This design comes from an exercise in tuning for small area, a short achievable clock period and few clock cycles per item on the open sky130 flow, not from production work.
Function was checked by simulation only, so behaviour that the tests miss may differ from the original.

File: flow/config.mk
export PLATFORM = sky130hd
export DESIGN_NAME = marked_cell_distance
export DESIGN_NICKNAME = marked_cell_distance
export VERILOG_FILES = /design/flow/design.v
export SDC_FILE = /design/flow/constraint.sdc
export NUM_CORES = 4
export LEC_CHECK = 0
export ABC_CLOCK_PERIOD_IN_PS = 2500
export CAP_MARGIN = 20
export CORE_MARGIN = 2
export CORE_UTILIZATION = 40
export CTS_CLUSTER_DIAMETER = 60
export CTS_CLUSTER_SIZE = 30
export PLACE_DENSITY = 0.75
export SETUP_SLACK_MARGIN = 3.8
export SLEW_MARGIN = 20
File: flow/design.v
`timescale 1ns / 1ps
package mcd_pkg;
    localparam int PT_W   = 11;
    localparam int CHAR_W = 8;
    localparam int DIST_W = 14;
    localparam int N_W    = 28;               
    localparam int X_W    = 29;               
    localparam logic [CHAR_W-1:0] CHAR_NEWLINE = 8'd10;
    localparam logic [CHAR_W-1:0] CHAR_MARK    = 8'd42;
    localparam logic REG_POINT_COL = 1'b0;
    localparam logic REG_POINT_ROW = 1'b1;
endpackage
`timescale 1ns / 1ps
module mcd_front (
    input  logic                         aclk,
    input  logic                         aresetn,
    input  logic                         s_tready,
    input  logic                         s_tvalid,
    input  logic [mcd_pkg::CHAR_W-1:0]   s_tdata,
    input  logic                         cfg_wen,
    input  logic                         cfg_index,
    input  logic [mcd_pkg::PT_W-1:0]     cfg_data,
    output logic                         v_o,
    output logic                         nl_o,
    output logic                         sat_o,
    output logic                         w_acc_o,
    output logic [mcd_pkg::X_W-1:0]      x_o
);
    logic [mcd_pkg::PT_W-1:0] pcol_reg, prow_reg;
    logic [mcd_pkg::PT_W-1:0] col_reg, row_reg;     
    logic                     accept, is_nl, is_mark;
    logic [mcd_pkg::PT_W:0]   ex, ey, fx, fy;
    logic [mcd_pkg::PT_W-1:0] dx, dy;
    logic                     va_reg, vb_reg, vc_reg, vd_reg;
    logic                     nla_reg, nlb_reg, nlc_reg, nld_reg;
    logic [mcd_pkg::PT_W-1:0] dxa_reg, dya_reg;
    logic [23:0]              sb_reg, cb_reg, eb_reg;
    logic                     satd_reg;
    logic [27:0]              yc0_reg, yc1_reg;
    logic [mcd_pkg::N_W-1:0]  nd_reg;
    logic [23:0]              pp_s, pp_c, pp_e;
    logic [27:0]              n_full, y0, y1;
    assign accept  = s_tvalid && s_tready;
    assign is_nl   = (s_tdata == mcd_pkg::CHAR_NEWLINE);
    assign is_mark = (s_tdata == mcd_pkg::CHAR_MARK);
    assign ex = {1'b0, pcol_reg} - {1'b0, col_reg};
    assign fx = {1'b0, col_reg} - {1'b0, pcol_reg};
    assign ey = {1'b0, prow_reg} - {1'b0, row_reg};
    assign fy = {1'b0, row_reg} - {1'b0, prow_reg};
    assign dx = ex[mcd_pkg::PT_W] ? fx[mcd_pkg::PT_W-1:0] : ex[mcd_pkg::PT_W-1:0];
    assign dy = ey[mcd_pkg::PT_W] ? fy[mcd_pkg::PT_W-1:0] : ey[mcd_pkg::PT_W-1:0];
    mcd_sqsum u_sqsum (
        .a (dxa_reg),
        .b (dya_reg),
        .s (pp_s),
        .c (pp_c),
        .e (pp_e)
    );
    mcd_x25 u_x25 (
        .s  (sb_reg),
        .c  (cb_reg),
        .e  (eb_reg),
        .y0 (y0),
        .y1 (y1)
    );
    assign n_full = yc0_reg + yc1_reg;
    always_ff @(posedge aclk) begin
        if (!aresetn) begin
            pcol_reg <= '0;
            prow_reg <= '0;
            col_reg  <= 11'd1;
            row_reg  <= 11'd1;
            va_reg   <= 1'b0;
            vb_reg   <= 1'b0;
            vc_reg   <= 1'b0;
            vd_reg   <= 1'b0;
        end else begin
            if (cfg_wen) begin
                if (cfg_index == mcd_pkg::REG_POINT_COL) pcol_reg <= cfg_data;
                else                                     prow_reg <= cfg_data;
            end
            if (accept) begin
                if (is_nl) begin
                    col_reg <= 11'd1;
                    if (!row_reg[10]) row_reg <= row_reg + 11'd1;
                end else if (!col_reg[10]) begin
                    col_reg <= col_reg + 11'd1;
                end
            end
            va_reg <= accept && (is_nl || is_mark);
            vb_reg <= va_reg;
            vc_reg <= vb_reg;
            vd_reg <= vc_reg;
        end
    end
    always_ff @(posedge aclk) begin
        nla_reg <= is_nl;
        dxa_reg <= dx;
        dya_reg <= dy;
        nlb_reg <= nla_reg;
        sb_reg  <= pp_s;
        cb_reg  <= pp_c;
        eb_reg  <= pp_e;
        nlc_reg <= nlb_reg;
        yc0_reg <= y0;
        yc1_reg <= y1;
        nld_reg <= nlc_reg;
        nd_reg  <= {n_full[25:0], 2'b00};
        satd_reg <= |n_full[27:26];
    end
    assign w_acc_o = accept && (is_nl || is_mark);
    assign v_o  = vd_reg;
    assign nl_o = nld_reg;
    assign sat_o = satd_reg;
    assign x_o  = {1'b0, nd_reg};
endmodule
module mcd_sqsum (
    input  logic [10:0] a,
    input  logic [10:0] b,
    output logic [23:0] s,
    output logic [23:0] c,
    output logic [23:0] e
);
    logic w1, w2, w3, w4, w5, w6, w7, w8, w9, w10, w11, w12, w13, w14, w15, w16, w17, w18, w19, w20, w21, w22, w23, w24, w25, w26, w27, w28, w29, w30, w31, w32, w33, w34, w35, w36, w37, w38, w39, w40, w41, w42, w43, w44, w45, w46, w47, w48, w49, w50, w51, w52, w53, w54, w55, w56, w57, w58, w59, w60, w61, w62, w63, w64, w65, w66, w67, w68, w69, w70, w71, w72, w73, w74, w75, w76, w77, w78, w79, w80, w81, w82, w83, w84, w85, w86, w87, w88, w89, w90, w91, w92, w93, w94, w95, w96, w97, w98, w99, w100, w101, w102, w103, w104, w105, w106, w107, w108, w109, w110, w111, w112, w113, w114, w115, w116, w117, w118, w119, w120, w121, w122, w123, w124, w125, w126, w127, w128, w129, w130, w131, w132, w133, w134, w135, w136, w137, w138, w139, w140, w141, w142, w143, w144, w145, w146, w147, w148, w149, w150, w151, w152, w153, w154, w155, w156, w157, w158, w159, w160, w161, w162, w163, w164;
    assign w1 = (a[0] & a[7]) ^ (a[1] & a[6]);
    assign w2 = (a[0] & a[7]) & (a[1] & a[6]);
    assign w3 = (a[0] & a[9]) ^ (a[1] & a[8]) ^ (a[2] & a[7]);
    assign w4 = ((a[0] & a[9]) & (a[1] & a[8])) | ((a[0] & a[9]) & (a[2] & a[7])) | ((a[1] & a[8]) & (a[2] & a[7]));
    assign w5 = (a[3] & a[6]) ^ (a[4] & a[5]);
    assign w6 = (a[3] & a[6]) & (a[4] & a[5]);
    assign w7 = (a[0] & a[10]) ^ (a[1] & a[9]) ^ (a[2] & a[8]);
    assign w8 = ((a[0] & a[10]) & (a[1] & a[9])) | ((a[0] & a[10]) & (a[2] & a[8])) | ((a[1] & a[9]) & (a[2] & a[8]));
    assign w9 = (a[3] & a[7]) ^ (a[4] & a[6]);
    assign w10 = (a[3] & a[7]) & (a[4] & a[6]);
    assign w11 = (a[1] & a[10]) ^ (a[2] & a[9]) ^ (a[3] & a[8]);
    assign w12 = ((a[1] & a[10]) & (a[2] & a[9])) | ((a[1] & a[10]) & (a[3] & a[8])) | ((a[2] & a[9]) & (a[3] & a[8]));
    assign w13 = (a[4] & a[7]) ^ (a[5] & a[6]) ^ a[6];
    assign w14 = ((a[4] & a[7]) & (a[5] & a[6])) | ((a[4] & a[7]) & a[6]) | ((a[5] & a[6]) & a[6]);
    assign w15 = (b[1] & b[10]) ^ (b[2] & b[9]);
    assign w16 = (b[1] & b[10]) & (b[2] & b[9]);
    assign w17 = (a[2] & a[10]) ^ (a[3] & a[9]) ^ (a[4] & a[8]);
    assign w18 = ((a[2] & a[10]) & (a[3] & a[9])) | ((a[2] & a[10]) & (a[4] & a[8])) | ((a[3] & a[9]) & (a[4] & a[8]));
    assign w19 = (a[3] & a[10]) ^ (a[4] & a[9]) ^ (a[5] & a[8]);
    assign w20 = ((a[3] & a[10]) & (a[4] & a[9])) | ((a[3] & a[10]) & (a[5] & a[8])) | ((a[4] & a[9]) & (a[5] & a[8]));
    assign w21 = (a[0] & a[5]) ^ (a[1] & a[4]) ^ (a[2] & a[3]);
    assign w22 = ((a[0] & a[5]) & (a[1] & a[4])) | ((a[0] & a[5]) & (a[2] & a[3])) | ((a[1] & a[4]) & (a[2] & a[3]));
    assign w23 = (a[0] & a[6]) ^ (a[1] & a[5]);
    assign w24 = (a[0] & a[6]) & (a[1] & a[5]);
    assign w25 = w1 ^ (a[2] & a[5]) ^ (a[3] & a[4]);
    assign w26 = (w1 & (a[2] & a[5])) | (w1 & (a[3] & a[4])) | ((a[2] & a[5]) & (a[3] & a[4]));
    assign w27 = a[4] ^ (b[0] & b[7]) ^ (b[1] & b[6]);
    assign w28 = (a[4] & (b[0] & b[7])) | (a[4] & (b[1] & b[6])) | ((b[0] & b[7]) & (b[1] & b[6]));
    assign w29 = w2 ^ (a[0] & a[8]) ^ (a[1] & a[7]);
    assign w30 = (w2 & (a[0] & a[8])) | (w2 & (a[1] & a[7])) | ((a[0] & a[8]) & (a[1] & a[7]));
    assign w31 = (a[2] & a[6]) ^ (a[3] & a[5]) ^ (b[0] & b[8]);
    assign w32 = ((a[2] & a[6]) & (a[3] & a[5])) | ((a[2] & a[6]) & (b[0] & b[8])) | ((a[3] & a[5]) & (b[0] & b[8]));
    assign w33 = (b[1] & b[7]) ^ (b[2] & b[6]);
    assign w34 = (b[1] & b[7]) & (b[2] & b[6]);
    assign w35 = w3 ^ w5 ^ a[5];
    assign w36 = (w3 & w5) | (w3 & a[5]) | (w5 & a[5]);
    assign w37 = (b[0] & b[9]) ^ (b[1] & b[8]) ^ (b[2] & b[7]);
    assign w38 = ((b[0] & b[9]) & (b[1] & b[8])) | ((b[0] & b[9]) & (b[2] & b[7])) | ((b[1] & b[8]) & (b[2] & b[7]));
    assign w39 = (b[3] & b[6]) ^ (b[4] & b[5]) ^ b[5];
    assign w40 = ((b[3] & b[6]) & (b[4] & b[5])) | ((b[3] & b[6]) & b[5]) | ((b[4] & b[5]) & b[5]);
    assign w41 = w4 ^ w6 ^ w7;
    assign w42 = (w4 & w6) | (w4 & w7) | (w6 & w7);
    assign w43 = w9 ^ (b[0] & b[10]) ^ (b[1] & b[9]);
    assign w44 = (w9 & (b[0] & b[10])) | (w9 & (b[1] & b[9])) | ((b[0] & b[10]) & (b[1] & b[9]));
    assign w45 = (b[2] & b[8]) ^ (b[3] & b[7]) ^ (b[4] & b[6]);
    assign w46 = ((b[2] & b[8]) & (b[3] & b[7])) | ((b[2] & b[8]) & (b[4] & b[6])) | ((b[3] & b[7]) & (b[4] & b[6]));
    assign w47 = w8 ^ w10 ^ w11;
    assign w48 = (w8 & w10) | (w8 & w11) | (w10 & w11);
    assign w49 = w13 ^ w15 ^ (b[3] & b[8]);
    assign w50 = (w13 & w15) | (w13 & (b[3] & b[8])) | (w15 & (b[3] & b[8]));
    assign w51 = (b[4] & b[7]) ^ (b[5] & b[6]) ^ b[6];
    assign w52 = ((b[4] & b[7]) & (b[5] & b[6])) | ((b[4] & b[7]) & b[6]) | ((b[5] & b[6]) & b[6]);
    assign w53 = w12 ^ w14 ^ w16;
    assign w54 = (w12 & w14) | (w12 & w16) | (w14 & w16);
    assign w55 = w17 ^ (a[5] & a[7]) ^ (b[2] & b[10]);
    assign w56 = (w17 & (a[5] & a[7])) | (w17 & (b[2] & b[10])) | ((a[5] & a[7]) & (b[2] & b[10]));
    assign w57 = (b[3] & b[9]) ^ (b[4] & b[8]) ^ (b[5] & b[7]);
    assign w58 = ((b[3] & b[9]) & (b[4] & b[8])) | ((b[3] & b[9]) & (b[5] & b[7])) | ((b[4] & b[8]) & (b[5] & b[7]));
    assign w59 = w18 ^ w19 ^ (a[6] & a[7]);
    assign w60 = (w18 & w19) | (w18 & (a[6] & a[7])) | (w19 & (a[6] & a[7]));
    assign w61 = a[7] ^ (b[3] & b[10]) ^ (b[4] & b[9]);
    assign w62 = (a[7] & (b[3] & b[10])) | (a[7] & (b[4] & b[9])) | ((b[3] & b[10]) & (b[4] & b[9]));
    assign w63 = (b[5] & b[8]) ^ (b[6] & b[7]) ^ b[7];
    assign w64 = ((b[5] & b[8]) & (b[6] & b[7])) | ((b[5] & b[8]) & b[7]) | ((b[6] & b[7]) & b[7]);
    assign w65 = w20 ^ (a[4] & a[10]) ^ (a[5] & a[9]);
    assign w66 = (w20 & (a[4] & a[10])) | (w20 & (a[5] & a[9])) | ((a[4] & a[10]) & (a[5] & a[9]));
    assign w67 = (a[6] & a[8]) ^ (b[4] & b[10]) ^ (b[5] & b[9]);
    assign w68 = ((a[6] & a[8]) & (b[4] & b[10])) | ((a[6] & a[8]) & (b[5] & b[9])) | ((b[4] & b[10]) & (b[5] & b[9]));
    assign w69 = (a[5] & a[10]) ^ (a[6] & a[9]) ^ (a[7] & a[8]);
    assign w70 = ((a[5] & a[10]) & (a[6] & a[9])) | ((a[5] & a[10]) & (a[7] & a[8])) | ((a[6] & a[9]) & (a[7] & a[8]));
    assign w71 = a[8] ^ (b[5] & b[10]) ^ (b[6] & b[9]);
    assign w72 = (a[8] & (b[5] & b[10])) | (a[8] & (b[6] & b[9])) | ((b[5] & b[10]) & (b[6] & b[9]));
    assign w73 = (a[0] & a[3]) ^ (a[1] & a[2]) ^ a[2];
    assign w74 = ((a[0] & a[3]) & (a[1] & a[2])) | ((a[0] & a[3]) & a[2]) | ((a[1] & a[2]) & a[2]);
    assign w75 = (a[0] & a[4]) ^ (a[1] & a[3]);
    assign w76 = (a[0] & a[4]) & (a[1] & a[3]);
    assign w77 = w21 ^ a[3] ^ (b[0] & b[5]);
    assign w78 = (w21 & a[3]) | (w21 & (b[0] & b[5])) | (a[3] & (b[0] & b[5]));
    assign w79 = (b[1] & b[4]) ^ (b[2] & b[3]);
    assign w80 = (b[1] & b[4]) & (b[2] & b[3]);
    assign w81 = w22 ^ w23 ^ (a[2] & a[4]);
    assign w82 = (w22 & w23) | (w22 & (a[2] & a[4])) | (w23 & (a[2] & a[4]));
    assign w83 = (b[0] & b[6]) ^ (b[1] & b[5]) ^ (b[2] & b[4]);
    assign w84 = ((b[0] & b[6]) & (b[1] & b[5])) | ((b[0] & b[6]) & (b[2] & b[4])) | ((b[1] & b[5]) & (b[2] & b[4]));
    assign w85 = w24 ^ w25 ^ w27;
    assign w86 = (w24 & w25) | (w24 & w27) | (w25 & w27);
    assign w87 = (b[2] & b[5]) ^ (b[3] & b[4]) ^ b[4];
    assign w88 = ((b[2] & b[5]) & (b[3] & b[4])) | ((b[2] & b[5]) & b[4]) | ((b[3] & b[4]) & b[4]);
    assign w89 = w26 ^ w28 ^ w29;
    assign w90 = (w26 & w28) | (w26 & w29) | (w28 & w29);
    assign w91 = w31 ^ w33 ^ (b[3] & b[5]);
    assign w92 = (w31 & w33) | (w31 & (b[3] & b[5])) | (w33 & (b[3] & b[5]));
    assign w93 = w30 ^ w32 ^ w34;
    assign w94 = (w30 & w32) | (w30 & w34) | (w32 & w34);
    assign w95 = w35 ^ w37 ^ w39;
    assign w96 = (w35 & w37) | (w35 & w39) | (w37 & w39);
    assign w97 = w36 ^ w38 ^ w40;
    assign w98 = (w36 & w38) | (w36 & w40) | (w38 & w40);
    assign w99 = w41 ^ w43 ^ w45;
    assign w100 = (w41 & w43) | (w41 & w45) | (w43 & w45);
    assign w101 = w42 ^ w44 ^ w46;
    assign w102 = (w42 & w44) | (w42 & w46) | (w44 & w46);
    assign w103 = w47 ^ w49 ^ w51;
    assign w104 = (w47 & w49) | (w47 & w51) | (w49 & w51);
    assign w105 = w48 ^ w50 ^ w52;
    assign w106 = (w48 & w50) | (w48 & w52) | (w50 & w52);
    assign w107 = w53 ^ w55 ^ w57;
    assign w108 = (w53 & w55) | (w53 & w57) | (w55 & w57);
    assign w109 = w54 ^ w56 ^ w58;
    assign w110 = (w54 & w56) | (w54 & w58) | (w56 & w58);
    assign w111 = w59 ^ w61 ^ w63;
    assign w112 = (w59 & w61) | (w59 & w63) | (w61 & w63);
    assign w113 = w60 ^ w62 ^ w64;
    assign w114 = (w60 & w62) | (w60 & w64) | (w62 & w64);
    assign w115 = w65 ^ w67 ^ (b[6] & b[8]);
    assign w116 = (w65 & w67) | (w65 & (b[6] & b[8])) | (w67 & (b[6] & b[8]));
    assign w117 = w66 ^ w68 ^ w69;
    assign w118 = (w66 & w68) | (w66 & w69) | (w68 & w69);
    assign w119 = w71 ^ (b[7] & b[8]) ^ b[8];
    assign w120 = (w71 & (b[7] & b[8])) | (w71 & b[8]) | ((b[7] & b[8]) & b[8]);
    assign w121 = w70 ^ w72 ^ (a[6] & a[10]);
    assign w122 = (w70 & w72) | (w70 & (a[6] & a[10])) | (w72 & (a[6] & a[10]));
    assign w123 = (a[7] & a[9]) ^ (b[6] & b[10]) ^ (b[7] & b[9]);
    assign w124 = ((a[7] & a[9]) & (b[6] & b[10])) | ((a[7] & a[9]) & (b[7] & b[9])) | ((b[6] & b[10]) & (b[7] & b[9]));
    assign w125 = (a[7] & a[10]) ^ (a[8] & a[9]) ^ a[9];
    assign w126 = ((a[7] & a[10]) & (a[8] & a[9])) | ((a[7] & a[10]) & a[9]) | ((a[8] & a[9]) & a[9]);
    assign w127 = (b[7] & b[10]) ^ (b[8] & b[9]) ^ b[9];
    assign w128 = ((b[7] & b[10]) & (b[8] & b[9])) | ((b[7] & b[10]) & b[9]) | ((b[8] & b[9]) & b[9]);
    assign w129 = (a[0] & a[1]) ^ a[1];
    assign w130 = (a[0] & a[1]) & a[1];
    assign w131 = w73 ^ (b[0] & b[3]);
    assign w132 = w73 & (b[0] & b[3]);
    assign w133 = w74 ^ w75 ^ (b[0] & b[4]);
    assign w134 = (w74 & w75) | (w74 & (b[0] & b[4])) | (w75 & (b[0] & b[4]));
    assign w135 = w76 ^ w77 ^ w79;
    assign w136 = (w76 & w77) | (w76 & w79) | (w77 & w79);
    assign w137 = w78 ^ w80 ^ w81;
    assign w138 = (w78 & w80) | (w78 & w81) | (w80 & w81);
    assign w139 = w82 ^ w84 ^ w85;
    assign w140 = (w82 & w84) | (w82 & w85) | (w84 & w85);
    assign w141 = w86 ^ w88 ^ w89;
    assign w142 = (w86 & w88) | (w86 & w89) | (w88 & w89);
    assign w143 = w90 ^ w92 ^ w93;
    assign w144 = (w90 & w92) | (w90 & w93) | (w92 & w93);
    assign w145 = w94 ^ w96 ^ w97;
    assign w146 = (w94 & w96) | (w94 & w97) | (w96 & w97);
    assign w147 = w98 ^ w100 ^ w101;
    assign w148 = (w98 & w100) | (w98 & w101) | (w100 & w101);
    assign w149 = w102 ^ w104 ^ w105;
    assign w150 = (w102 & w104) | (w102 & w105) | (w104 & w105);
    assign w151 = w106 ^ w108 ^ w109;
    assign w152 = (w106 & w108) | (w106 & w109) | (w108 & w109);
    assign w153 = w110 ^ w112 ^ w113;
    assign w154 = (w110 & w112) | (w110 & w113) | (w112 & w113);
    assign w155 = w114 ^ w116 ^ w117;
    assign w156 = (w114 & w116) | (w114 & w117) | (w116 & w117);
    assign w157 = w118 ^ w120 ^ w121;
    assign w158 = (w118 & w120) | (w118 & w121) | (w120 & w121);
    assign w159 = w122 ^ w124 ^ w125;
    assign w160 = (w122 & w124) | (w122 & w125) | (w124 & w125);
    assign w161 = w126 ^ w128 ^ (a[8] & a[10]);
    assign w162 = (w126 & w128) | (w126 & (a[8] & a[10])) | (w128 & (a[8] & a[10]));
    assign w163 = (a[9] & a[10]) ^ a[10] ^ (b[9] & b[10]);
    assign w164 = ((a[9] & a[10]) & a[10]) | ((a[9] & a[10]) & (b[9] & b[10])) | (a[10] & (b[9] & b[10]));
    assign s = {1'b0, 1'b0, w164, w162, w160, w158, w156, w154, w152, w150, w148, w146, w144, w142, w140, w138, w136, w134, w132, w131, w130, w129, 1'b0, a[0]};
    assign c = {1'b0, 1'b0, 1'b0, w163, w161, w159, w157, w155, w153, w151, w149, w147, w145, w143, w141, w139, w137, w135, w133, (b[1] & b[2]), (a[0] & a[2]), (b[0] & b[1]), 1'b0, b[0]};
    assign e = {1'b0, 1'b0, 1'b0, b[10], (b[8] & b[10]), w127, w123, w119, w115, w111, w107, w103, w99, w95, w91, w87, w83, b[3], (b[1] & b[3]), b[2], (b[0] & b[2]), b[1], 1'b0, 1'b0};
endmodule
module mcd_x25 (
    input  logic [23:0] s,
    input  logic [23:0] c,
    input  logic [23:0] e,
    output logic [27:0] y0,
    output logic [27:0] y1
);
    logic w1, w2, w3, w4, w5, w6, w7, w8, w9, w10, w11, w12, w13, w14, w15, w16, w17, w18, w19, w20, w21, w22, w23, w24, w25, w26, w27, w28, w29, w30, w31, w32, w33, w34, w35, w36, w37, w38, w39, w40, w41, w42, w43, w44, w45, w46, w47, w48, w49, w50, w51, w52, w53, w54, w55, w56, w57, w58, w59, w60, w61, w62, w63, w64, w65, w66, w67, w68, w69, w70, w71, w72, w73, w74, w75, w76, w77, w78, w79, w80, w81, w82, w83, w84, w85, w86, w87, w88, w89, w90, w91, w92, w93, w94, w95, w96, w97, w98, w99, w100, w101, w102, w103, w104, w105, w106, w107, w108, w109, w110, w111, w112, w113, w114, w115, w116, w117, w118, w119, w120, w121, w122, w123, w124, w125, w126, w127, w128, w129, w130, w131, w132, w133, w134, w135, w136, w137, w138, w139, w140, w141, w142, w143, w144, w145, w146, w147, w148, w149, w150, w151, w152, w153, w154, w155, w156, w157, w158, w159, w160, w161, w162, w163, w164, w165, w166, w167, w168, w169, w170, w171, w172, w173, w174, w175, w176, w177, w178, w179, w180, w181, w182, w183, w184, w185, w186, w187, w188, w189, w190, w191, w192, w193, w194, w195, w196, w197, w198, w199, w200, w201, w202, w203, w204, w205, w206, w207, w208, w209, w210, w211, w212, w213, w214, w215, w216, w217, w218, w219, w220, w221, w222, w223, w224, w225, w226, w227, w228, w229, w230, w231, w232;
    assign w1 = s[0] ^ c[0] ^ e[0];
    assign w2 = (s[0] & c[0]) | (s[0] & e[0]) | (c[0] & e[0]);
    assign w3 = s[1] ^ c[1] ^ e[1];
    assign w4 = (s[1] & c[1]) | (s[1] & e[1]) | (c[1] & e[1]);
    assign w5 = s[2] ^ c[2] ^ e[2];
    assign w6 = (s[2] & c[2]) | (s[2] & e[2]) | (c[2] & e[2]);
    assign w7 = s[3] ^ c[3] ^ e[3];
    assign w8 = (s[3] & c[3]) | (s[3] & e[3]) | (c[3] & e[3]);
    assign w9 = s[4] ^ c[4] ^ e[4];
    assign w10 = (s[4] & c[4]) | (s[4] & e[4]) | (c[4] & e[4]);
    assign w11 = s[5] ^ c[5] ^ e[5];
    assign w12 = (s[5] & c[5]) | (s[5] & e[5]) | (c[5] & e[5]);
    assign w13 = s[6] ^ c[6] ^ e[6];
    assign w14 = (s[6] & c[6]) | (s[6] & e[6]) | (c[6] & e[6]);
    assign w15 = s[7] ^ c[7] ^ e[7];
    assign w16 = (s[7] & c[7]) | (s[7] & e[7]) | (c[7] & e[7]);
    assign w17 = s[8] ^ c[8] ^ e[8];
    assign w18 = (s[8] & c[8]) | (s[8] & e[8]) | (c[8] & e[8]);
    assign w19 = s[9] ^ c[9] ^ e[9];
    assign w20 = (s[9] & c[9]) | (s[9] & e[9]) | (c[9] & e[9]);
    assign w21 = s[10] ^ c[10] ^ e[10];
    assign w22 = (s[10] & c[10]) | (s[10] & e[10]) | (c[10] & e[10]);
    assign w23 = s[11] ^ c[11] ^ e[11];
    assign w24 = (s[11] & c[11]) | (s[11] & e[11]) | (c[11] & e[11]);
    assign w25 = s[12] ^ c[12] ^ e[12];
    assign w26 = (s[12] & c[12]) | (s[12] & e[12]) | (c[12] & e[12]);
    assign w27 = s[13] ^ c[13] ^ e[13];
    assign w28 = (s[13] & c[13]) | (s[13] & e[13]) | (c[13] & e[13]);
    assign w29 = s[14] ^ c[14] ^ e[14];
    assign w30 = (s[14] & c[14]) | (s[14] & e[14]) | (c[14] & e[14]);
    assign w31 = s[15] ^ c[15] ^ e[15];
    assign w32 = (s[15] & c[15]) | (s[15] & e[15]) | (c[15] & e[15]);
    assign w33 = s[16] ^ c[16] ^ e[16];
    assign w34 = (s[16] & c[16]) | (s[16] & e[16]) | (c[16] & e[16]);
    assign w35 = s[17] ^ c[17] ^ e[17];
    assign w36 = (s[17] & c[17]) | (s[17] & e[17]) | (c[17] & e[17]);
    assign w37 = s[18] ^ c[18] ^ e[18];
    assign w38 = (s[18] & c[18]) | (s[18] & e[18]) | (c[18] & e[18]);
    assign w39 = s[19] ^ c[19] ^ e[19];
    assign w40 = (s[19] & c[19]) | (s[19] & e[19]) | (c[19] & e[19]);
    assign w41 = s[20] ^ c[20] ^ e[20];
    assign w42 = (s[20] & c[20]) | (s[20] & e[20]) | (c[20] & e[20]);
    assign w43 = s[21] ^ c[21] ^ e[21];
    assign w44 = (s[21] & c[21]) | (s[21] & e[21]) | (c[21] & e[21]);
    assign w45 = s[22] ^ c[22] ^ e[22];
    assign w46 = (s[22] & c[22]) | (s[22] & e[22]) | (c[22] & e[22]);
    assign w47 = s[23] ^ c[23] ^ e[23];
    assign w48 = (s[23] & c[23]) | (s[23] & e[23]) | (c[23] & e[23]);
    assign w49 = w1 ^ w3;
    assign w50 = w1 & w3;
    assign w51 = w3 ^ w5 ^ w11;
    assign w52 = (w3 & w5) | (w3 & w11) | (w5 & w11);
    assign w53 = w2 ^ w4;
    assign w54 = w2 & w4;
    assign w55 = w5 ^ w7 ^ w13;
    assign w56 = (w5 & w7) | (w5 & w13) | (w7 & w13);
    assign w57 = w4 ^ w6 ^ w12;
    assign w58 = (w4 & w6) | (w4 & w12) | (w6 & w12);
    assign w59 = w7 ^ w9 ^ w15;
    assign w60 = (w7 & w9) | (w7 & w15) | (w9 & w15);
    assign w61 = w6 ^ w8 ^ w14;
    assign w62 = (w6 & w8) | (w6 & w14) | (w8 & w14);
    assign w63 = w9 ^ w11 ^ w17;
    assign w64 = (w9 & w11) | (w9 & w17) | (w11 & w17);
    assign w65 = w8 ^ w10 ^ w16;
    assign w66 = (w8 & w10) | (w8 & w16) | (w10 & w16);
    assign w67 = w11 ^ w13 ^ w19;
    assign w68 = (w11 & w13) | (w11 & w19) | (w13 & w19);
    assign w69 = w10 ^ w12 ^ w18;
    assign w70 = (w10 & w12) | (w10 & w18) | (w12 & w18);
    assign w71 = w13 ^ w15 ^ w21;
    assign w72 = (w13 & w15) | (w13 & w21) | (w15 & w21);
    assign w73 = w12 ^ w14 ^ w20;
    assign w74 = (w12 & w14) | (w12 & w20) | (w14 & w20);
    assign w75 = w15 ^ w17 ^ w23;
    assign w76 = (w15 & w17) | (w15 & w23) | (w17 & w23);
    assign w77 = w14 ^ w16 ^ w22;
    assign w78 = (w14 & w16) | (w14 & w22) | (w16 & w22);
    assign w79 = w17 ^ w19 ^ w25;
    assign w80 = (w17 & w19) | (w17 & w25) | (w19 & w25);
    assign w81 = w16 ^ w18 ^ w24;
    assign w82 = (w16 & w18) | (w16 & w24) | (w18 & w24);
    assign w83 = w19 ^ w21 ^ w27;
    assign w84 = (w19 & w21) | (w19 & w27) | (w21 & w27);
    assign w85 = w18 ^ w20 ^ w26;
    assign w86 = (w18 & w20) | (w18 & w26) | (w20 & w26);
    assign w87 = w21 ^ w23 ^ w29;
    assign w88 = (w21 & w23) | (w21 & w29) | (w23 & w29);
    assign w89 = w20 ^ w22 ^ w28;
    assign w90 = (w20 & w22) | (w20 & w28) | (w22 & w28);
    assign w91 = w23 ^ w25 ^ w31;
    assign w92 = (w23 & w25) | (w23 & w31) | (w25 & w31);
    assign w93 = w22 ^ w24 ^ w30;
    assign w94 = (w22 & w24) | (w22 & w30) | (w24 & w30);
    assign w95 = w25 ^ w27 ^ w33;
    assign w96 = (w25 & w27) | (w25 & w33) | (w27 & w33);
    assign w97 = w24 ^ w26 ^ w32;
    assign w98 = (w24 & w26) | (w24 & w32) | (w26 & w32);
    assign w99 = w27 ^ w29 ^ w35;
    assign w100 = (w27 & w29) | (w27 & w35) | (w29 & w35);
    assign w101 = w26 ^ w28 ^ w34;
    assign w102 = (w26 & w28) | (w26 & w34) | (w28 & w34);
    assign w103 = w29 ^ w31 ^ w37;
    assign w104 = (w29 & w31) | (w29 & w37) | (w31 & w37);
    assign w105 = w28 ^ w30 ^ w36;
    assign w106 = (w28 & w30) | (w28 & w36) | (w30 & w36);
    assign w107 = w31 ^ w33 ^ w39;
    assign w108 = (w31 & w33) | (w31 & w39) | (w33 & w39);
    assign w109 = w30 ^ w32 ^ w38;
    assign w110 = (w30 & w32) | (w30 & w38) | (w32 & w38);
    assign w111 = w33 ^ w35 ^ w41;
    assign w112 = (w33 & w35) | (w33 & w41) | (w35 & w41);
    assign w113 = w32 ^ w34 ^ w40;
    assign w114 = (w32 & w34) | (w32 & w40) | (w34 & w40);
    assign w115 = w35 ^ w37 ^ w43;
    assign w116 = (w35 & w37) | (w35 & w43) | (w37 & w43);
    assign w117 = w34 ^ w36 ^ w42;
    assign w118 = (w34 & w36) | (w34 & w42) | (w36 & w42);
    assign w119 = w37 ^ w39 ^ w45;
    assign w120 = (w37 & w39) | (w37 & w45) | (w39 & w45);
    assign w121 = w36 ^ w38 ^ w44;
    assign w122 = (w36 & w38) | (w36 & w44) | (w38 & w44);
    assign w123 = w39 ^ w41 ^ w47;
    assign w124 = (w39 & w41) | (w39 & w47) | (w41 & w47);
    assign w125 = w38 ^ w40 ^ w46;
    assign w126 = (w38 & w40) | (w38 & w46) | (w40 & w46);
    assign w127 = w41 ^ w43 ^ w40;
    assign w128 = (w41 & w43) | (w41 & w40) | (w43 & w40);
    assign w129 = w42 ^ w48;
    assign w130 = w42 & w48;
    assign w131 = w43 ^ w45 ^ w42;
    assign w132 = (w43 & w45) | (w43 & w42) | (w45 & w42);
    assign w133 = w45 ^ w47;
    assign w134 = w45 & w47;
    assign w135 = w49 ^ w9;
    assign w136 = w49 & w9;
    assign w137 = w50 ^ w51 ^ w53;
    assign w138 = (w50 & w51) | (w50 & w53) | (w51 & w53);
    assign w139 = w52 ^ w54 ^ w55;
    assign w140 = (w52 & w54) | (w52 & w55) | (w54 & w55);
    assign w141 = w56 ^ w58 ^ w59;
    assign w142 = (w56 & w58) | (w56 & w59) | (w58 & w59);
    assign w143 = w60 ^ w62 ^ w63;
    assign w144 = (w60 & w62) | (w60 & w63) | (w62 & w63);
    assign w145 = w64 ^ w66 ^ w67;
    assign w146 = (w64 & w66) | (w64 & w67) | (w66 & w67);
    assign w147 = w68 ^ w70 ^ w71;
    assign w148 = (w68 & w70) | (w68 & w71) | (w70 & w71);
    assign w149 = w72 ^ w74 ^ w75;
    assign w150 = (w72 & w74) | (w72 & w75) | (w74 & w75);
    assign w151 = w76 ^ w78 ^ w79;
    assign w152 = (w76 & w78) | (w76 & w79) | (w78 & w79);
    assign w153 = w80 ^ w82 ^ w83;
    assign w154 = (w80 & w82) | (w80 & w83) | (w82 & w83);
    assign w155 = w84 ^ w86 ^ w87;
    assign w156 = (w84 & w86) | (w84 & w87) | (w86 & w87);
    assign w157 = w88 ^ w90 ^ w91;
    assign w158 = (w88 & w90) | (w88 & w91) | (w90 & w91);
    assign w159 = w92 ^ w94 ^ w95;
    assign w160 = (w92 & w94) | (w92 & w95) | (w94 & w95);
    assign w161 = w96 ^ w98 ^ w99;
    assign w162 = (w96 & w98) | (w96 & w99) | (w98 & w99);
    assign w163 = w100 ^ w102 ^ w103;
    assign w164 = (w100 & w102) | (w100 & w103) | (w102 & w103);
    assign w165 = w104 ^ w106 ^ w107;
    assign w166 = (w104 & w106) | (w104 & w107) | (w106 & w107);
    assign w167 = w108 ^ w110 ^ w111;
    assign w168 = (w108 & w110) | (w108 & w111) | (w110 & w111);
    assign w169 = w112 ^ w114 ^ w115;
    assign w170 = (w112 & w114) | (w112 & w115) | (w114 & w115);
    assign w171 = w116 ^ w118 ^ w119;
    assign w172 = (w116 & w118) | (w116 & w119) | (w118 & w119);
    assign w173 = w120 ^ w122 ^ w123;
    assign w174 = (w120 & w122) | (w120 & w123) | (w122 & w123);
    assign w175 = w124 ^ w126 ^ w127;
    assign w176 = (w124 & w126) | (w124 & w127) | (w126 & w127);
    assign w177 = w128 ^ w130 ^ w131;
    assign w178 = (w128 & w130) | (w128 & w131) | (w130 & w131);
    assign w179 = w132 ^ w133 ^ w44;
    assign w180 = (w132 & w133) | (w132 & w44) | (w133 & w44);
    assign w181 = w134 ^ w47 ^ w46;
    assign w182 = (w134 & w47) | (w134 & w46) | (w47 & w46);
    assign w183 = w1 ^ w7;
    assign w184 = w1 & w7;
    assign w185 = w135 ^ w2 ^ w8;
    assign w186 = (w135 & w2) | (w135 & w8) | (w2 & w8);
    assign w187 = w136 ^ w137 ^ w10;
    assign w188 = (w136 & w137) | (w136 & w10) | (w137 & w10);
    assign w189 = w138 ^ w139 ^ w57;
    assign w190 = (w138 & w139) | (w138 & w57) | (w139 & w57);
    assign w191 = w140 ^ w141 ^ w61;
    assign w192 = (w140 & w141) | (w140 & w61) | (w141 & w61);
    assign w193 = w142 ^ w143 ^ w65;
    assign w194 = (w142 & w143) | (w142 & w65) | (w143 & w65);
    assign w195 = w144 ^ w145 ^ w69;
    assign w196 = (w144 & w145) | (w144 & w69) | (w145 & w69);
    assign w197 = w146 ^ w147 ^ w73;
    assign w198 = (w146 & w147) | (w146 & w73) | (w147 & w73);
    assign w199 = w148 ^ w149 ^ w77;
    assign w200 = (w148 & w149) | (w148 & w77) | (w149 & w77);
    assign w201 = w150 ^ w151 ^ w81;
    assign w202 = (w150 & w151) | (w150 & w81) | (w151 & w81);
    assign w203 = w152 ^ w153 ^ w85;
    assign w204 = (w152 & w153) | (w152 & w85) | (w153 & w85);
    assign w205 = w154 ^ w155 ^ w89;
    assign w206 = (w154 & w155) | (w154 & w89) | (w155 & w89);
    assign w207 = w156 ^ w157 ^ w93;
    assign w208 = (w156 & w157) | (w156 & w93) | (w157 & w93);
    assign w209 = w158 ^ w159 ^ w97;
    assign w210 = (w158 & w159) | (w158 & w97) | (w159 & w97);
    assign w211 = w160 ^ w161 ^ w101;
    assign w212 = (w160 & w161) | (w160 & w101) | (w161 & w101);
    assign w213 = w162 ^ w163 ^ w105;
    assign w214 = (w162 & w163) | (w162 & w105) | (w163 & w105);
    assign w215 = w164 ^ w165 ^ w109;
    assign w216 = (w164 & w165) | (w164 & w109) | (w165 & w109);
    assign w217 = w166 ^ w167 ^ w113;
    assign w218 = (w166 & w167) | (w166 & w113) | (w167 & w113);
    assign w219 = w168 ^ w169 ^ w117;
    assign w220 = (w168 & w169) | (w168 & w117) | (w169 & w117);
    assign w221 = w170 ^ w171 ^ w121;
    assign w222 = (w170 & w171) | (w170 & w121) | (w171 & w121);
    assign w223 = w172 ^ w173 ^ w125;
    assign w224 = (w172 & w173) | (w172 & w125) | (w173 & w125);
    assign w225 = w174 ^ w175 ^ w129;
    assign w226 = (w174 & w175) | (w174 & w129) | (w175 & w129);
    assign w227 = w176 ^ w177 ^ w44;
    assign w228 = (w176 & w177) | (w176 & w44) | (w177 & w44);
    assign w229 = w178 ^ w179 ^ w46;
    assign w230 = (w178 & w179) | (w178 & w46) | (w179 & w46);
    assign w231 = w180 ^ w181 ^ w48;
    assign w232 = (w180 & w181) | (w180 & w48) | (w181 & w48);
    assign y0 = {w230, w228, w226, w224, w222, w220, w218, w216, w214, w212, w210, w208, w206, w204, w202, w200, w198, w196, w194, w192, w190, w188, w186, w184, w183, w5, w3, w1};
    assign y1 = {w231, w229, w227, w225, w223, w221, w219, w217, w215, w213, w211, w209, w207, w205, w203, w201, w199, w197, w195, w193, w191, w189, w187, w185, w6, w4, w2, 1'b0};
endmodule
`timescale 1ns / 1ps
module mcd_sqrt_step #(
    parameter int K = 0
) (
    input  logic [mcd_pkg::X_W-1:0] x,
    input  logic [15:0]             un,
    output logic [mcd_pkg::X_W-1:0] y,
    output logic [15:0]             un_o
);
    localparam int RW = K + 5;      
    localparam int DW = K + 6;      
    logic [13:0]   qn;              
    logic [RW-1:0] rp;
    logic [DW-1:0] d1, d2, d3;
    logic [1:0]    dig;
    logic [K+2:0]  rn;
    logic [15:0]   unm, unp;
    assign qn = 14'(x >> (mcd_pkg::X_W - K)) | ~((14'd1 << K) - 14'd1);
    assign rp = x[mcd_pkg::X_W-1-K -: RW];
    assign d1 = DW'(rp) + DW'({2'b11, qn, 3'b111});     
    assign d2 = DW'(rp) + DW'({1'b1, qn, 4'b1100});     
    assign d3 = DW'(rp) + DW'({un, 3'b111});            
    assign unm = un - 16'd1;                            
    assign unp = un + 16'd1;                            
    always_comb begin
        if (!d3[DW-1]) begin
            dig  = 2'd3;
            rn   = d3[K+2:0];
            un_o = {unm[13:0], 2'b01};
        end else if (!d2[DW-1]) begin
            dig  = 2'd2;
            rn   = d2[K+2:0];
            un_o = {un[13:0], 2'b00};
        end else if (!d1[DW-1]) begin
            dig  = 2'd1;
            rn   = d1[K+2:0];
            un_o = {un[13:0], 2'b11};
        end else begin
            dig  = 2'd0;
            rn   = rp[K+2:0];
            un_o = {unp[13:0], 2'b10};
        end
    end
    assign y = (mcd_pkg::X_W'({qn, ~dig} & ((16'd1 << (K + 2)) - 16'd1)) << (mcd_pkg::X_W - 2 - K))
             | (mcd_pkg::X_W'(rn) << (24 - 2 * K))
             | (x & ((mcd_pkg::X_W'(1) << (24 - 2 * K)) - mcd_pkg::X_W'(1)));
endmodule
module mcd_sqrt_cell #(
    parameter int K = 0,
    parameter int N = 1
) (
    input  logic                     aclk,
    input  logic                     aresetn,
    input  logic                     v_i,
    input  logic                     nl_i,
    input  logic                     sat_i,
    input  logic [mcd_pkg::X_W-1:0]  x_i,
    input  logic [15:0]              un_i,
    output logic                     v_o,
    output logic                     nl_o,
    output logic                     sat_o,
    output logic [mcd_pkg::X_W-1:0]  x_o,
    output logic [15:0]              un_o
);
    logic                     v_reg, nl_reg, sat_reg;
    logic [mcd_pkg::X_W-1:0]  x_reg, x_next;
    localparam int KO = K + 2 * N;      
    logic [KO+1:0]                 un_reg;
    logic [N:0][mcd_pkg::X_W-1:0]  xs;
    logic [N:0][15:0]              uns;
    assign xs[0]  = x_i;
    assign uns[0] = un_i;
    for (genvar j = 0; j < N; j++) begin : g_step
        mcd_sqrt_step #(.K(K + 2 * j)) u_step (
            .x    (xs[j]),
            .un   (uns[j]),
            .y    (xs[j+1]),
            .un_o (uns[j+1])
        );
    end
    assign x_next = xs[N];
    always_ff @(posedge aclk) begin
        if (!aresetn) v_reg <= 1'b0;
        else          v_reg <= v_i;
    end
    always_ff @(posedge aclk) begin
        nl_reg <= nl_i;
        sat_reg <= sat_i;
        x_reg  <= x_next;
        un_reg <= uns[N][KO+1:0];
    end
    assign v_o  = v_reg;
    assign nl_o = nl_reg;
    assign sat_o = sat_reg;
    assign x_o  = x_reg;
    assign un_o = 16'(un_reg) | ~((16'd1 << (KO + 2)) - 16'd1);
endmodule
`timescale 1ns / 1ps
module mcd_out #(
    parameter int QN = 7,                  
    parameter int QB = (QN > 1) ? $clog2(QN) : 1
) (
    input  logic                        aclk,
    input  logic                        aresetn,
    input  logic                        w_acc,       
    input  logic                        v_i,
    input  logic                        nl_i,
    input  logic                        sat_i,       
    input  logic [mcd_pkg::X_W-1:0]     x_i,
    input  logic                        m_tready,
    output logic                        s_tready,
    output logic                        m_tvalid,
    output logic [15:0]                 m_tdata,
    output logic [0:0]                  m_tuser
);
    localparam int CW = $clog2(QN + 2);
    logic [13:0]   q, q1;
    logic [14:0]   r;
    logic          up;
    logic [14:0]   word_next, word;    
    logic          wv_reg;
    logic          h_valid, rdy_reg, take, h_free;
    logic [14:0]   h_word;
    logic [14:0]   mem [QN];
    logic [QB-1:0] wp, rp;
    logic [QB:0]   qcnt;
    logic [CW-1:0] cnt, cnt_next;
    logic          q_empty, push, pop;
    assign q  = ~x_i[28:15];             
    assign r  = x_i[14:0];
    assign q1 = q + 14'd1;
    assign up = (r > {1'b0, q});
    always_comb begin
        if (nl_i)                       word_next = {1'b1, 14'd0};
        else if (sat_i || (up && (&q))) word_next = {1'b0, 14'h3FFF};
        else if (up)                    word_next = {1'b0, q1};
        else                            word_next = {1'b0, q};
    end
    always_ff @(posedge aclk) begin
        if (!aresetn) wv_reg <= 1'b0;
        else          wv_reg <= v_i;
    end
    always_ff @(posedge aclk) begin
        word <= word_next;
    end
    assign take    = h_valid && m_tready;
    assign h_free  = !h_valid || take;
    assign q_empty = (qcnt == '0);
    assign pop     = h_free && !q_empty;
    assign push    = wv_reg && !(h_free && q_empty);
    always_comb begin
        cnt_next = cnt;
        if (w_acc && !take)      cnt_next = cnt + CW'(1);
        else if (!w_acc && take) cnt_next = cnt - CW'(1);
    end
    always_ff @(posedge aclk) begin
        if (!aresetn) begin
            h_valid <= 1'b0;
            rdy_reg <= 1'b1;
            cnt     <= '0;
            wp      <= '0;
            rp      <= '0;
            qcnt    <= '0;
        end else begin
            if (h_free) h_valid <= wv_reg || !q_empty;
            rdy_reg <= (cnt_next <= CW'(QN));
            cnt     <= cnt_next;
            if (push) wp <= (wp == QB'(QN - 1)) ? '0 : wp + QB'(1);
            if (pop)  rp <= (rp == QB'(QN - 1)) ? '0 : rp + QB'(1);
            if (push && !pop)      qcnt <= qcnt + (QB+1)'(1);
            else if (pop && !push) qcnt <= qcnt - (QB+1)'(1);
        end
    end
    always_ff @(posedge aclk) begin
        if (h_free) h_word <= q_empty ? word : mem[rp];
        if (push)   mem[wp] <= word;
    end
    assign s_tready = rdy_reg;
    assign m_tvalid = h_valid;
    assign m_tdata  = {2'b00, h_word[13:0]};
    assign m_tuser  = h_word[14];
endmodule
`timescale 1ns / 1ps
module marked_cell_distance #(
    parameter int MAX_COLS = 1024,
    parameter int MAX_ROWS = 1024
) (
    input  logic                        aclk,
    input  logic                        aresetn,
    input  logic                        s_tvalid,
    output logic                        s_tready,
    input  logic [7:0]                  s_tdata,    
    output logic                        m_tvalid,
    input  logic                        m_tready,
    output logic [15:0]                 m_tdata,    
    output logic [0:0]                  m_tuser,    
    input  logic                        cfg_wen,
    input  logic                        cfg_index,
    input  logic [mcd_pkg::PT_W-1:0]    cfg_data
);
    localparam int NS = 6;     
    logic                                w_acc;
    logic [NS:0]                         v_c, nl_c, sat_c;
    logic [NS:0][mcd_pkg::X_W-1:0]       x_c;
    logic [NS:0][15:0]                   un_c;
    assign un_c[0] = ~16'd1;    
    mcd_front u_front (
        .aclk      (aclk),
        .aresetn   (aresetn),
        .s_tready  (s_tready),
        .s_tvalid  (s_tvalid),
        .s_tdata   (s_tdata),
        .cfg_wen   (cfg_wen),
        .cfg_index (cfg_index),
        .cfg_data  (cfg_data),
        .v_o       (v_c[0]),
        .nl_o      (nl_c[0]),
        .sat_o     (sat_c[0]),
        .w_acc_o   (w_acc),
        .x_o       (x_c[0])
    );
    for (genvar i = 0; i < NS; i++) begin : g_cell
        mcd_sqrt_cell #(
            .K ((i == 0) ? 0 : 2 * i + 2),
            .N ((i == 0) ? 2 : 1)
        ) u_cell (
            .aclk    (aclk),
            .aresetn (aresetn),
            .v_i     (v_c[i]),
            .nl_i    (nl_c[i]),
            .sat_i   (sat_c[i]),
            .x_i     (x_c[i]),
            .un_i    (un_c[i]),
            .v_o     (v_c[i+1]),
            .nl_o    (nl_c[i+1]),
            .sat_o   (sat_c[i+1]),
            .x_o     (x_c[i+1]),
            .un_o    (un_c[i+1])
        );
    end
    mcd_out u_out (
        .aclk     (aclk),
        .aresetn  (aresetn),
        .v_i      (v_c[NS]),
        .nl_i     (nl_c[NS]),
        .sat_i    (sat_c[NS]),
        .x_i      (x_c[NS]),
        .m_tready (m_tready),
        .w_acc    (w_acc),
        .s_tready (s_tready),
        .m_tvalid (m_tvalid),
        .m_tdata  (m_tdata),
        .m_tuser  (m_tuser)
    );
endmodule
File: flow/constraint.sdc
create_clock -name core_clock -period 6.5 [get_ports {aclk}]
set_input_delay 1.3000 -clock core_clock [delete_from_list [all_inputs] [get_ports {aclk}]]
set_output_delay 1.3000 -clock core_clock [all_outputs]
set_load 0.01 [all_outputs]
File: flow/run.sh
#!/bin/bash
# synth_recipe.tcl (not shown) runs the flow's synth.tcl, then flattens the netlist and writes it again
# the make line also repeats each setting of config.mk as NAME=value (left out here)
make -C /OpenROAD-flow-scripts/flow DESIGN_CONFIG=/design/flow/config.mk WORK_HOME=/design/flow/orfs CLKGATE_MAP_FILE= SYNTH_SCRIPT=/design/flow/synth_recipe.tcl finish
==> out/results.ini, run 1 <==
[setup_path]
criticalPathCategory=register to register
critical_path.reg2reg.startpoint=u_front.eb_reg[18]
critical_path.startpoint=u_front.eb_reg[18]
worstPathArrival_ns=3.21
worstSetupEndpointType=register
critPathMaxFanout=2
worst_setup_path_start_kind=register
timing.critical_path.required_ns=7.02

[timing]
maxSlewViolCount=0
period_share=0.413
final_hold_fails=0
post-route-min-period_ns=2.69
rsz0062_at_grt=true
fmax_mhz=372
layout_setup_ws_ns=3.81
setup_tns_ns=0
worst-slew-pin-transition_ns=1.02
finalClockSkew_ns=0.0435
setup-violations-final=0
timing.max_slew.rel_slack=0.319

[synth]
warnings_from_yosys=15
synth_cells=3314
ys_seq_area_frac=0.396
synth_edf_count=120
syn_avg_cell_area_um2=10.0
yosys.cell_types.count=95
asyncSetResetFlopFracSynth=0
synth_top_flop_cell=sky130_fd_sc_hd__dfxtp_1
post_synth_instance_area_mm2=0.0333
postSynthRegisterBits=599

[finish]
final_stage_net_count=3854
drive_gt1_frac=0.131
largest_reg_flops=163
area_growth_pct=14.2
fill_cells=7372
stdcell_count=4490

[worst_hold_path]
hold_path.class=register to register
hp-start=u_front.nd_reg[13]

[grt]
grt_pass1_wl_um=117000
globalRouteTotalUtil=0.165
antenna_violations_before_repair=0
largest_net_degree_at_the_start_of_global_routing=68
grt-ovfl-total=0
via_count_of_the_first_global_routing_pass=23318

[floorplan]
initial_utilization=0.405
die-area_mm2=0.0856
core_region_area_mm2=0.0822
fp-row-count=105
ios=44
fp.dieH_um=293
die_w_um=293

[place]
detailedPlacementHpwl_um=53000
place.port_buffers=41
gp_routability_congestion=0.886
post-place-ws_ns=2.99
numPlacedInstances=4334

[cts]
clock_tree_root_driver_cell=sky130_fd_sc_hd__clkbuf_16
cts_sinks=599
cts-buffers-inserted=38
clockBufferDepth=3
clk_pin_slew_worst_paths_ns=0.11
cts_tree=yes
h-tree-depth=2
clock_insertion_delay_worst_skew_ns=0.60
cts_stage_hold_buffer_count=0

[drt]
number_of_vias_after_detailed_routing=23818
first_pass_iters=5
detail_route.vias_per_cell=5.30
detailedRoute.firstIterationViolations=1591
post-route-drc-count=0
routed_wire_length_per_instance_um=16.3
route.final.wire_length_um=73400
detail-route-antenna-nets=0

[run]
drv_cap=0

[status]
status=timing/DRC/antenna clean

routing by layer:
layer	up-vias	track usage	share of wire
met2	642	0.296	0.50
met3	142	0.0210	0.047
met5	-	0	0
li1	11623	-	-
met1	11411	0.207	0.42
met4	0	0.0470	0.026
cell usage in the layout, fill, tap and decap left out, drive strengths merged, types with 17 or more instances in the layout:
master / instances
clkdlybuf4s50: 21
fa: 161
ha: 277
nand2: 239
dfxtp: 479
inv: 345
a21oi: 189
a211o: 17
o21bai: 22
buf: 94
a21boi: 39
nand2b: 35
mux2i: 59
and2: 122
nor2: 158
nor3: 72
nand4: 19
xor2: 80
xnor2: 130
nand3: 48
o21a: 29
a31oi: 23
o21ai: 167
clkbuf: 42
a211oi: 38
a21o: 63
nor4: 27
edfxtp: 120
nor2b: 35
timing repair:
action                     4_1_cts  5_1_grt
resized for setup              128      176
setup buffers                   30       52
setup endpoints to repair      247      147
pin swaps                       21       54
gates cloned                     1        4
critical path, cell delays in order (launching register included):
cell,delay (ns)
sky130_fd_sc_hd__dfxtp_2,0.33
sky130_fd_sc_hd__inv_1,0.05
sky130_fd_sc_hd__fa_1,0.58
sky130_fd_sc_hd__inv_2,0.07
sky130_fd_sc_hd__fa_1,0.48
sky130_fd_sc_hd__inv_1,0.05
sky130_fd_sc_hd__fa_1,0.49
sky130_fd_sc_hd__inv_2,0.04
sky130_fd_sc_hd__fa_2,0.51
synthesized netlist by cell type, drive strengths merged, types with 38 or more instances:
master / number / area share
dfxtp: 479 / 0.29
inv: 333 / 0.038
ha: 277 / 0.10
nand2: 239 / 0.027
a21oi: 188 / 0.028
o21ai: 166 / 0.025
fa: 161 / 0.097
nor2: 158 / 0.018
xnor2: 130 / 0.034
and2: 122 / 0.023
edfxtp: 120 / 0.11
xor2: 80 / 0.021
clkbuf: 79 / 0.0089
nor3: 72 / 0.011
a21o: 63 / 0.014
mux2i: 59 / 0.018
nand3: 48 / 0.0074
a21boi: 39 / 0.0088
a211oi: 38 / 0.0087
layout make-up:
type | count | area [um2] | area share
clock buffer | 41 | 993 | 0.0261
sequential | 599 | 13300 | 0.351
multi-input combinational | 2284 | 19400 | 0.509
antenna | 1 | 2.50 | 0.0000658
clock inverter | 27 | 518 | 0.0136
timing repair buffer | 135 | 1220 | 0.0321
inverter | 333 | 1260 | 0.0330
tap | 1070 | 1340 | 0.0352
metrics by stage:
step	instance area (um2)	hold slack, ns	utilization
floorplan	33400	0.310	-
global placement	34800	0.310	0.423
detailed placement	34800	0.312	0.423
CTS	36900	0.289	0.449
global route	38000	0.292	0.463
finish	38000	0.297	0.463
logic make-up (layout without fill, tap and decap cells):
| kind of cell | after synthesis | count (layout) | synth area share |
|---|---|---|---|
| AO/OA/AOI/OAI | 723 | 726 | 0.143 |
| buffers and inverters | 435 | 536 | 0.0504 |
| other | 1 | 3 | 0.000113 |
| XOR/XNOR | 210 | 210 | 0.0552 |
| flip-flops | 599 | 599 | 0.396 |
| adder cells (fa/ha/maj) | 438 | 438 | 0.201 |
| AND/OR/NAND/NOR | 830 | 830 | 0.125 |
| multiplexers | 78 | 78 | 0.0292 |
path summary, 6_finish.rpt:
path | slack, ns | cells past startpoint | to
setup / recovery | 3.81 | 8 | u_front.yc1_reg[18]
hold / removal | 0.30 | 0 | g_cell[0].u_cell.x_reg[13]
setup reg to reg | 3.81 | 8 | u_front.yc1_reg[18]
hold reg to reg | 0.30 | 0 | g_cell[0].u_cell.x_reg[13]
Testbench counts, summed over its fixed seeds: cycles 32,176, items 32,000.
==> run 2: changes to the inputs <==
--- a/flow/config.mk
+++ b/flow/config.mk
@@ -13,4 +13,3 @@
 export CTS_CLUSTER_SIZE = 30
-export PLACE_DENSITY = 0.75
-export SETUP_SLACK_MARGIN = 3.8
+export SETUP_SLACK_MARGIN = 3.85
 export SLEW_MARGIN = 20
==> out/results.ini, run 2 <==
[setup_path]
timing.critical_path.required_ns=7.05  ; +0.03 ns
worst_path_max_delay_cell=sky130_fd_sc_hd__or4_4
worst_setup_path_start_kind=register
worstSetupEndpointType=register
slowest_delay_ns=0.57  ; about the same
worstPathCellList=ha_1 -> a21o_1 -> a211o_4 -> a31o_2 -> o221a_4 -> or4_4 -> o32ai_4 -> xor2_1
critPathTopFamily=compound AO/OA/AOI/OAI gates
critical_path_buf_inv_count=0  ; -4
critPathMaxFanout=5  ; +3
worstPathArrival_ns=3.18  ; -0.03 ns
criticalPathCategory=register to register

[timing]
whs_ns=0.328  ; +0.0310 ns
period_share=0.405  ; -0.00845
rsz0062_at_grt=true
finalClockSkew_ns=0.0428  ; -0.000730 ns
timing.max_slew.rel_slack=0.280  ; -0.0384
setup_tns_ns=0  ; unchanged
worst-slew-pin-transition_ns=1.08  ; +0.0561 ns
fmax_mhz=380  ; +2.1%
maxSlewViolCount=0  ; unchanged
final_hold_fails=0  ; unchanged
post-route-min-period_ns=2.63  ; -0.0549 ns
setup-violations-final=0  ; unchanged

[synth]
postSynthRegisterBits=599  ; unchanged
synth_edf_count=120  ; unchanged
yosysTopAreaCellShare=0.288  ; unchanged
ys_seq_area_frac=0.396  ; unchanged
asyncSetResetFlopFracSynth=0  ; unchanged
synth_cells=3314  ; unchanged
synthTopCellsByArea=sky130_fd_sc_hd__dfxtp_1 29%, sky130_fd_sc_hd__edfxtp_1 11%, sky130_fd_sc_hd__ha_1 10%
most_instantiated_library_cell_after_synthesis=sky130_fd_sc_hd__dfxtp_1
post_synth_instance_area_mm2=0.0333  ; unchanged
syn_avg_cell_area_um2=10.0  ; unchanged
yosys.cell_types.count=95  ; unchanged
synthDominantAreaCellType=sky130_fd_sc_hd__dfxtp_1
synth_top_flop_cell=sky130_fd_sc_hd__dfxtp_1
warnings_from_yosys=15  ; unchanged
ys_top_cells_by_count=479 x sky130_fd_sc_hd__dfxtp_1, 333 x sky130_fd_sc_hd__inv_1, 277 x sky130_fd_sc_hd__ha_1

[drt]
route.final.wire_length_um=72900  ; -0.65%
detail_route.vias_per_cell=5.13  ; -3.4%
routed_wire_length_per_instance_um=16.1  ; -1.2%
number_of_vias_after_detailed_routing=23153  ; -2.8%
detail-route-antenna-nets=0  ; unchanged
post-route-drc-count=0  ; unchanged
first_pass_iters=5  ; unchanged
detailedRoute.firstIterationViolations=1145  ; -28%

[grt]
via_count_of_the_first_global_routing_pass=22582  ; -3.2%
globalRouteTotalUtil=0.167  ; +0.00219
largest_net_degree_at_the_start_of_global_routing=68  ; unchanged
grt_pass1_wl_um=118000  ; +0.60%
antenna_violations_before_repair=0  ; unchanged
grt-ovfl-total=0  ; unchanged

[finish]
final_stage_net_count=3871  ; +0.44%
largest_reg_flops=163  ; unchanged
area_growth_pct=15.5
fill_cells=7604  ; +3.1%
drive_gt1_frac=0.145  ; +0.0141
seqCellArea_mm2=0.0134  ; about the same
mostFrequentLayoutCells=407 x sky130_fd_sc_hd__dfxtp_1, 325 x sky130_fd_sc_hd__inv_1, 249 x sky130_fd_sc_hd__ha_1, 234 x sky130_fd_sc_hd__nand2_1, 176 x sky130_fd_sc_hd__a21oi_1
num_antenna_cells=0  ; -1
multi_input_comb_area_mm2=0.0196  ; +1.1%
most_common_cell_after_layout_fill_and_taps_aside=sky130_fd_sc_hd__dfxtp_1

[worst_hold_path]
hold_path.class=register to register

[status]
status=timing/DRC/antenna clean

[run]
drv_cap=0  ; unchanged

[floorplan]
initial_utilization=0.405  ; unchanged
die_w_um=293  ; unchanged
die-area_mm2=0.0856  ; unchanged
ios=44  ; unchanged
fp.dieH_um=293  ; unchanged
core_region_area_mm2=0.0822  ; unchanged
fp-row-count=105  ; unchanged

[place]
gp_routability_congestion=0.858  ; -3.2%
detailedPlacementHpwl_um=53700  ; +1.4%
place.port_buffers=41  ; unchanged

[cts]
clockBufferDepth=3  ; unchanged
cts_sinks=599  ; unchanged
clk_pin_slew_worst_paths_ns=0.09  ; -0.02 ns
cts_stage_hold_buffer_count=0  ; unchanged
clock_tree_root_driver_cell=sky130_fd_sc_hd__clkbuf_16
h-tree-depth=2  ; unchanged
cts_tree=yes
cts-buffers-inserted=46  ; +21%
clock_insertion_delay_worst_skew_ns=0.61  ; about the same

==> run 2: stage by stage <==
stage	setup WS (ns)	cells	area, um2	utilization
global route	3.73	4516	38500	0.468
global placement	3.01	4336	34800	0.424
CTS	3.83	4447	37200	0.452
detailed placement	2.99	4336	34800	0.424
floorplan	3.72	3315	33400	-
finish	3.87	4516	38500	0.468
==> run 2: area by class of cell <==
| class | count | area share |
|---|---|---|
| well taps | 1070 | 0.0348 |
| clock inverters | 33 | 0.0109 |
| repair buffers | 146 | 0.0337 |
| clock buffers | 53 | 0.0319 |
| flip-flops and latches | 599 | 0.347 |
| inverters | 333 | 0.0327 |
| multi-input cells | 2282 | 0.509 |
==> run 2: logic make-up after synthesis <==
kind of cell / after synthesis / synth area share
adder cells (fa/ha/maj): 438 / 0.201
AO/OA/AOI/OAI: 723 / 0.143
AND/OR/NAND/NOR: 830 / 0.125
buffers and inverters: 435 / 0.0504
XOR/XNOR: 210 / 0.0552
other: 1 / 0.000113
multiplexers: 78 / 0.0292
flip-flops: 599 / 0.396
==> run 2: final timing paths <==
path,startpoint,end,slack [ns],cells after the start
worst min register to register,u_front.nd_reg[12],g_cell[0].u_cell.x_reg[12],0.33,0
worst max register to register,g_cell[3].u_cell.un_reg[9],g_cell[4].u_cell.un_reg[12],3.87,8
worst max-delay path,g_cell[3].u_cell.un_reg[9],g_cell[4].u_cell.un_reg[12],3.87,8
worst min-delay path,u_front.nd_reg[12],g_cell[0].u_cell.x_reg[12],0.33,0
==> run 2: worst register-to-register path, cell delays in order (launching register included) <==
cell and delay (ns):
sky130_fd_sc_hd__dfxtp_2 0.36, sky130_fd_sc_hd__ha_1 0.35, sky130_fd_sc_hd__a21o_1 0.19, sky130_fd_sc_hd__a211o_4 0.36, sky130_fd_sc_hd__a31o_2 0.27, sky130_fd_sc_hd__o221a_4 0.16, sky130_fd_sc_hd__or4_4 0.58, sky130_fd_sc_hd__o32ai_4 0.13
sky130_fd_sc_hd__xor2_1 0.17
==> run 2: layer usage <==
| metal | GRT usage | share of wire | up-vias |
|---|---|---|---|
| li1 | - | - | 11664 |
| met1 | 0.222 | 0.46 | 11118 |
| met2 | 0.292 | 0.49 | 288 |
| met3 | 0.0211 | 0.028 | 83 |
| met4 | 0.0368 | 0.018 | 0 |
| met5 | 0 | 0 | - |
==> run 2: repair_timing <==
| action | 4_1_cts | 5_1_grt |
|---|---|---|
| pin swaps | 27 | 72 |
| buffers inserted | 24 | 67 |
| cloned | 1 | 2 |
| endpoints found under the setup margin | 241 | 140 |
| resized for setup | 156 | 195 |
==> run 3: changes to the inputs <==
--- a/flow/config.mk
+++ b/flow/config.mk
@@ -13,3 +13,3 @@
 export CTS_CLUSTER_SIZE = 30
-export SETUP_SLACK_MARGIN = 3.85
+export SETUP_SLACK_MARGIN = 3.75
 export SLEW_MARGIN = 20
==> out/results.ini, run 3 <==
[status]
status=timing/DRC/antenna clean

[drt]
number_of_vias_after_detailed_routing=23082  ; -0.31%
first_pass_iters=5  ; unchanged
routed_wire_length_per_instance_um=16.1  ; about the same
detail-route-antenna-nets=0  ; unchanged
detail_route.vias_per_cell=5.15  ; +0.43%

[worst_hold_path]
worst_hold_path.num_cells=0  ; unchanged
hold_path.class=register to register
min_to=g_cell[1].u_cell.x_reg[13]

[grt]
via_count_of_the_first_global_routing_pass=22184  ; -1.8%
largest_net_degree_at_the_start_of_global_routing=68  ; unchanged
grt_pass1_wl_um=116000  ; -1.4%

[setup_path]
worst_setup_path_start_kind=register
timing.critical_path.required_ns=7.03  ; -0.02 ns
ff2ff_setup_slack_ns=3.79  ; -0.08 ns

[run]
drv_cap=0  ; unchanged

[cts]
clk_pin_slew_worst_paths_ns=0.08  ; about the same
clock_insertion_delay_worst_skew_ns=0.63  ; +0.02 ns
cts-buffers-inserted=49  ; +6.5%
clockBufferDepth=3  ; unchanged
h-tree-depth=2  ; unchanged

[floorplan]
fp-row-count=105  ; unchanged
die-area_mm2=0.0856  ; unchanged
ios=44  ; unchanged

[timing]
period_share=0.417  ; +0.0118
fmax_mhz=369  ; -2.8%

[synth]
synthTopCellsByArea=sky130_fd_sc_hd__dfxtp_1 29%, sky130_fd_sc_hd__edfxtp_1 11%, sky130_fd_sc_hd__ha_1 10%
yosys.cell_types.count=95  ; unchanged
ys_top_cells_by_count=479 x sky130_fd_sc_hd__dfxtp_1, 333 x sky130_fd_sc_hd__inv_1, 277 x sky130_fd_sc_hd__ha_1
most_instantiated_library_cell_after_synthesis=sky130_fd_sc_hd__dfxtp_1
yosysTopAreaCellShare=0.288  ; unchanged

[finish]
finish.instance_area_mm2=0.0379  ; -1.6%

[run 3: worst max-delay path, cell delays in order, from the launching register on]
cell	delay, ns
sky130_fd_sc_hd__dfxtp_2	0.35
sky130_fd_sc_hd__ha_1	0.35
sky130_fd_sc_hd__a21o_1	0.19
sky130_fd_sc_hd__a211o_4	0.37
sky130_fd_sc_hd__a31o_2	0.27
sky130_fd_sc_hd__o221a_4	0.20
sky130_fd_sc_hd__or4_4	0.58
sky130_fd_sc_hd__o32ai_4	0.12
sky130_fd_sc_hd__xor2_1	0.20
[run 3: repair_timing]
action | CTS | global route
buffers inserted | 14 | 40
gates resized for setup | 84 | 134
gates cloned | 0 | 2
setup endpoints to repair | 183 | 122
pin swaps | 8 | 34
[run 3: cells by family after synthesis]
kind of cell / synth area share
flops: 0.396
fa+ha+maj: 0.201
simple gates: 0.125
buf+inv: 0.0504
other cells: 0.000113
mux: 0.0292
compound gates: 0.143
xor+xnor: 0.0552
[run 3: metal layers]
metal | wire, um | track usage | vias up
met5 | 0 | 0 | -
met2 | 35100 | 0.286 | 342
met1 | 33200 | 0.222 | 11047
li1 | - | - | 11588
met3 | 2660 | 0.0213 | 105
met4 | 1400 | 0.0370 | 0
[run 3: area by class of cell]
| cell class | instances | share of cell area |
|---|---|---|
| inverters | 333 | 0.0331 |
| clock buffers | 50 | 0.0327 |
| repair buffers | 109 | 0.0252 |
| flip-flops and latches | 599 | 0.351 |
| well taps | 1070 | 0.0354 |
| clock inverters | 40 | 0.0162 |
| multi-input cells | 2282 | 0.506 |
[run 3: worst max path at each step]
stage / end / start / slack (ns) / cells after the start
after global placement: u_out.mem[3][0] / m_tready / 2.93 / 6
final: g_cell[4].u_cell.un_reg[12] / g_cell[3].u_cell.un_reg[9] / 3.79 / 8
after global routing: u_out.word[11] / g_cell[5].u_cell.x_reg[28] / 3.69 / 8
after detailed placement: u_out.mem[3][5] / m_tready / 2.92 / 6
after floorplan: u_out.mem[0][0] / m_tready / 3.66 / 3
after CTS: g_cell[0].u_cell.x_reg[22] / u_front.nd_reg[27] / 3.72 / 11
[run 3: metrics by stage]
| step | instances | hold slack [ns] | util | worst slack, ns |
|---|---|---|---|---|
| floorplan | 3315 | 0.310 | - | 3.66 |
| global placement | 4337 | 0.310 | 0.424 | 2.93 |
| detailed placement | 4337 | 0.312 | 0.424 | 2.92 |
| CTS | 4441 | 0.319 | 0.450 | 3.72 |
| global route | 4483 | 0.321 | 0.460 | 3.69 |
| finish | 4483 | 0.321 | 0.460 | 3.79 |

port drivers added, routing unchanged:
The flow's constraints put no driver on any port. The routed layouts listed below were extracted and timed again, unchanged, in two steps.
Step 1 (the two cells are an assumption about what drives the block):
set clk [get_ports {aclk}]
set_driving_cell -lib_cell sky130_fd_sc_hd__clkbuf_16 $clk
set_driving_cell -lib_cell sky130_fd_sc_hd__buf_2 [delete_from_list [all_inputs] $clk]
Step 2 also shifts input and output timing later by t, the mid clock arrival at the registers, as if the neighbouring blocks saw the same clock.
a / b / c = ideal / step 1 / step 2; a / b = the first two.
| run | t, ns | setup WS [ns] | worst register clock-pin slew, ns | worst slew at a driven data input, ns |
|---|---|---|---|---|
| run 1 | 0.647 | 3.814 / 3.777 / 3.278 | 0.11 / 0.11 | 0.05 |
| run 2 | 0.658 | 3.869 / 3.854 / 3.315 | 0.09 / 0.09 | 0.05 |
| run 3 | 0.666 | 3.792 / 3.792 / 3.187 | 0.10 / 0.10 | 0.04 |
After both steps setup and hold are still met in every run listed. For run 3, which loses most, drivers alone change the setup slack by 0.000 ns; drivers and shift together by -0.605 ns.
